From an optimization exercise on the open Yosys and OpenROAD flow, aimed at small area and a short achievable clock period; shortcuts taken in it are not production practice.
Function was checked by simulation only, so behaviour that the tests miss may differ from the original.

Setup of willow:
// mul_pipe_unit
module mul_pipe_unit #(
   parameter int WIDTH   = 32,
   parameter int LATENCY = 4
) (
   input  logic               clk,
   input  logic               rst,
   input  logic               start,
   input  logic               is_signed,
   input  logic [WIDTH-1:0]   a,
   input  logic [WIDTH-1:0]   b,
   input  logic               flush,
   output logic               busy,
   output logic               done,
   output logic [2*WIDTH-1:0] result,
   output logic [1:0]         dbg_state
);
export LEC_CHECK = 0
export CAP_MARGIN = 20
export CORE_MARGIN = 2
export CORE_UTILIZATION = 55
export SLEW_MARGIN = 20
create_clock -name core_clock -period 11.0 [get_ports {clk}]
standard.sh (not shown) runs the stock make flow with config.mk's settings and CLKGATE_MAP_FILE= SYNTH_SCRIPT=/design/flow/synth_recipe.tcl, a recipe that flattens the netlist after the stock synthesis.
==> flow/flow/run.sh <==
#!/bin/bash
# Own layout flow: the standard flow, with these changes.
#  1. After the standard synthesis, flow/faflip.py re-chooses the polarity of each full-adder cell
#     (FA(~a,~b,~c) = ~FA(a,b,c)) so that most of the inverters Yosys's extract_fa leaves between
#     adders go away; it also looks through the larger inverters and reuses them as inverted
#     copies, and folds inverters into the xor2/xnor2 gates that feed them. Registers are untouched.
#  2. Ports are buffered with sky130_fd_sc_hd__buf_1 instead of the flow's default pick.
#  3. Synthesis and every later step also leave out the platform's slow complex gates (four-input
#     and-or cells and the like) and its weakest (_0) cells: flow/dont_use.txt lists the platform's own
#     don't-use cells followed by these.
#  4. Up to CTS, repair_timing aims 6.3 ns beyond the clock period on the worst path only (no TNS
#     repair); routing and the steps after it run with the standard margin.
# Each step's output goes to a log file of its own here; ORFS's own logs are under orfs/logs.
set -euo pipefail
R=orfs/results/sky130hd/mul_pipe_unit/base
PORTS="BUFFER_PORTS_ARGS=-buffer_cell sky130_fd_sc_hd__buf_1"
DU="DONT_USE_CELLS=$(cat flow/dont_use.txt)"
bash standard.sh "$DU" synth > log_synth.txt 2>&1
python3 flow/faflip.py $R/1_2_yosys.v $R/1_2_yosys.faflip.v > log_faflip.txt 2>&1
cp $R/1_2_yosys.v $R/1_2_yosys.orig.v
mv $R/1_2_yosys.faflip.v $R/1_2_yosys.v
rm -f $R/1_synth.odb
touch $R/1_2_yosys.v
bash standard.sh "$DU" "$PORTS" SETUP_SLACK_MARGIN=6.3 TNS_END_PERCENT=0 cts > log_cts.txt 2>&1
bash standard.sh "$DU" "$PORTS" finish > log_finish.txt 2>&1
Other scripts of this flow, unchanged in this note and not shown: flow/flow/dont_use.txt, flow/flow/faflip.py
willow | stages: all done | timing, DRC, antenna: all pass
Modified inputs, garnet compared to willow
--- a/flow/flow/run.sh
+++ b/flow/flow/run.sh
@@ -11 +11 @@
-#  4. Up to CTS, repair_timing aims 6.3 ns beyond the clock period on the worst path only (no TNS
+#  4. Up to CTS, repair_timing aims 6.9 ns beyond the clock period on the worst path only (no TNS
@@ -24 +24 @@
-bash standard.sh "$DU" "$PORTS" SETUP_SLACK_MARGIN=6.3 TNS_END_PERCENT=0 cts > log_cts.txt 2>&1
+bash standard.sh "$DU" "$PORTS" SETUP_SLACK_MARGIN=6.9 TNS_END_PERCENT=0 cts > log_cts.txt 2>&1
--- outcome ---
- The area taken by flip-flops and latches number comes out higher for garnet vs willow.
- Compared with willow, garnet shows a higher maximum fanout along the worst path.
- [compare] base=willow new=garnet: wire length of the first global-routing pass went up; time the final worst path needs with I/O delays and setup fell 0.15 ns.
- Of willow and garnet, willow shows the lower worst path setup slack after routing, with garnet above it.
- Looking at signed area change from the synthesized netlist to the final layout, garnet sits 2.1 points above willow.
- The lower met2 track demand over resource came out of willow.
Setup changes, garnet to violet
--- a/flow/flow/run.sh
+++ b/flow/flow/run.sh
@@ -11,2 +11,2 @@
-#  4. Up to CTS, repair_timing aims 6.9 ns beyond the clock period on the worst path only (no TNS
-#     repair); routing and the steps after it run with the standard margin.
+#  4. Up to CTS, repair_timing aims 6.6 ns beyond the clock period on the worst path and the worst
+#     10% of the failing endpoints; routing and the steps after it run with the standard margin.
@@ -24 +24 @@
-bash standard.sh "$DU" "$PORTS" SETUP_SLACK_MARGIN=6.9 TNS_END_PERCENT=0 cts > log_cts.txt 2>&1
+bash standard.sh "$DU" "$PORTS" SETUP_SLACK_MARGIN=6.6 TNS_END_PERCENT=10 cts > log_cts.txt 2>&1
### Flow results
Every stage of the flow completed for violet, and the final layout passed the timing, design-rule and antenna checks. Delta (violet minus garnet): largest net degree at the start of global routing fell by 5.8%; buffering stage count on the worst path with inverters included rose by 1; wire length fell by 1900 µm. Final period utilization up 0.30 points in violet wrt garnet. met1 layer usage reported by global route for violet: 1.5 points up relative to garnet. Looking only at smallest setup slack after layout, and setting everything else aside, the higher value of garnet and violet goes to garnet. Summed area of non-filler cells in the final layout down 1.8% in violet wrt garnet.
Setup changes, violet to quartz
--- a/flow/flow/run.sh
+++ b/flow/flow/run.sh
@@ -11,2 +11,2 @@
-#  4. Up to CTS, repair_timing aims 6.6 ns beyond the clock period on the worst path and the worst
-#     10% of the failing endpoints; routing and the steps after it run with the standard margin.
+#  4. Up to CTS, repair_timing aims 6.6 ns beyond the clock period on the worst path only (no TNS
+#     repair); routing and the steps after it run with the standard margin.
@@ -24 +24 @@
-bash standard.sh "$DU" "$PORTS" SETUP_SLACK_MARGIN=6.6 TNS_END_PERCENT=10 cts > log_cts.txt 2>&1
+bash standard.sh "$DU" "$PORTS" SETUP_SLACK_MARGIN=6.6 TNS_END_PERCENT=0 cts > log_cts.txt 2>&1
Notes after the runs:
- No run among quartz and violet stopped early or left any final violation; all are clean.
- violet -> quartz: setup slack after layout delta 0, exact match
- Delta (quartz minus violet): peak per-stage delay on the critical path has remained practically unchanged; number of buffers inserted for hold repair after clock tree synthesis shows no meaningful change.
- As far as count of clock-net buffers in the final layout goes, quartz and violet are indistinguishable; the numbers are identical.

== before ==
mul_pipe_unit again, from the RTL that the note above started with.
Settings: LEC_CHECK=0, CAP_MARGIN=20, CORE_MARGIN=2, CORE_UTILIZATION=45, SLEW_MARGIN=20; clock period 11.0 ns.
==> flow/flow/run.sh <==
#!/bin/bash
# Own layout flow: the standard flow, with these changes.
#  1. After the standard synthesis, flow/faflip.py re-chooses the polarity of each full-adder cell
#     (FA(~a,~b,~c) = ~FA(a,b,c)) so that most of the inverters Yosys's extract_fa leaves between
#     adders go away; it also looks through the larger inverters and reuses them as inverted
#     copies, and folds inverters into the xor2/xnor2 gates that feed them. Registers are untouched.
#  2. Ports are buffered with sky130_fd_sc_hd__buf_1 instead of the flow's default pick.
#  3. Synthesis and every later step also leave out the platform's slow complex gates (four-input
#     and-or cells and the like) and its weakest (_0) cells: flow/dont_use.txt lists the platform's own
#     don't-use cells followed by these.
#  4. Up to CTS, repair_timing aims 6.6 ns beyond the clock period on the worst path only (no TNS
#     repair); routing and the steps after it run with the standard margin.
# Each step's output goes to a log file of its own here; ORFS's own logs are under orfs/logs.
set -euo pipefail
R=orfs/results/sky130hd/mul_pipe_unit/base
PORTS="BUFFER_PORTS_ARGS=-buffer_cell sky130_fd_sc_hd__buf_1"
DU="DONT_USE_CELLS=$(cat flow/dont_use.txt)"
bash standard.sh "$DU" synth > log_synth.txt 2>&1
python3 flow/faflip.py $R/1_2_yosys.v $R/1_2_yosys.faflip.v > log_faflip.txt 2>&1
cp $R/1_2_yosys.v $R/1_2_yosys.orig.v
mv $R/1_2_yosys.faflip.v $R/1_2_yosys.v
rm -f $R/1_synth.odb
touch $R/1_2_yosys.v
bash standard.sh "$DU" "$PORTS" SETUP_SLACK_MARGIN=6.6 TNS_END_PERCENT=0 cts > log_cts.txt 2>&1
bash standard.sh "$DU" "$PORTS" finish > log_finish.txt 2>&1
Other scripts of this flow, unchanged in this note and not shown: flow/flow/dont_use.txt, flow/flow/faflip.py
In summary, before completed successfully, with a layout that passed the timing, design-rule and antenna checks.
Input changes introduced in after (baseline for comparison: before):
Settings: PLACE_DENSITY: unset -> 0.8; CORE_UTILIZATION: 45 -> 55.
Summary of after over before: proportion of cell area occupied by multi-input gates rose by 0.52 points, detail-routed via count per cell rose by 0.42, worst setup slack fell by 0.097 ns.

[re-timing with driven ports]
In the flow no input, the clock included, has a driving cell. The finished layouts below were timed again as built, in two steps.
Step 1: set_driving_cell puts a clkbuf_16 on clk and a buf_2 on each other input, an assumption about the parent block.
Step 2 also shifts input and output timing later by t, the mid clock arrival at the registers, as if the neighbouring blocks saw the same clock.
a / b / c = ideal / step 1 / step 2; a / b = the first two.
| run | shift t [ns] | slack for setup (ns) | worst setup path after step 2 | worst slew at a driven data input, ns | pins driven straight from the clock port |
|---|---|---|---|---|---|
| willow | 0.499 | 6.478 / 6.427 / 6.601 | register to register | 0.05 | 1 |
| garnet | 0.495 | 6.626 / 6.611 / 6.626 | register to register | 0.06 | 1 |
| violet | 0.500 | 6.593 / 6.566 / 6.593 | register to register | 0.05 | 1 |
| quartz | 0.500 | 6.593 / 6.566 / 6.593 | register to register | 0.05 | 1 |
| before | 0.522 | 6.599 / 6.542 / 6.621 | register to register | 0.08 | 1 |
| after | 0.500 | 6.502 / 6.502 / 6.502 | register to register | 0.05 | 1 |
After both steps every run listed still meets setup and hold.
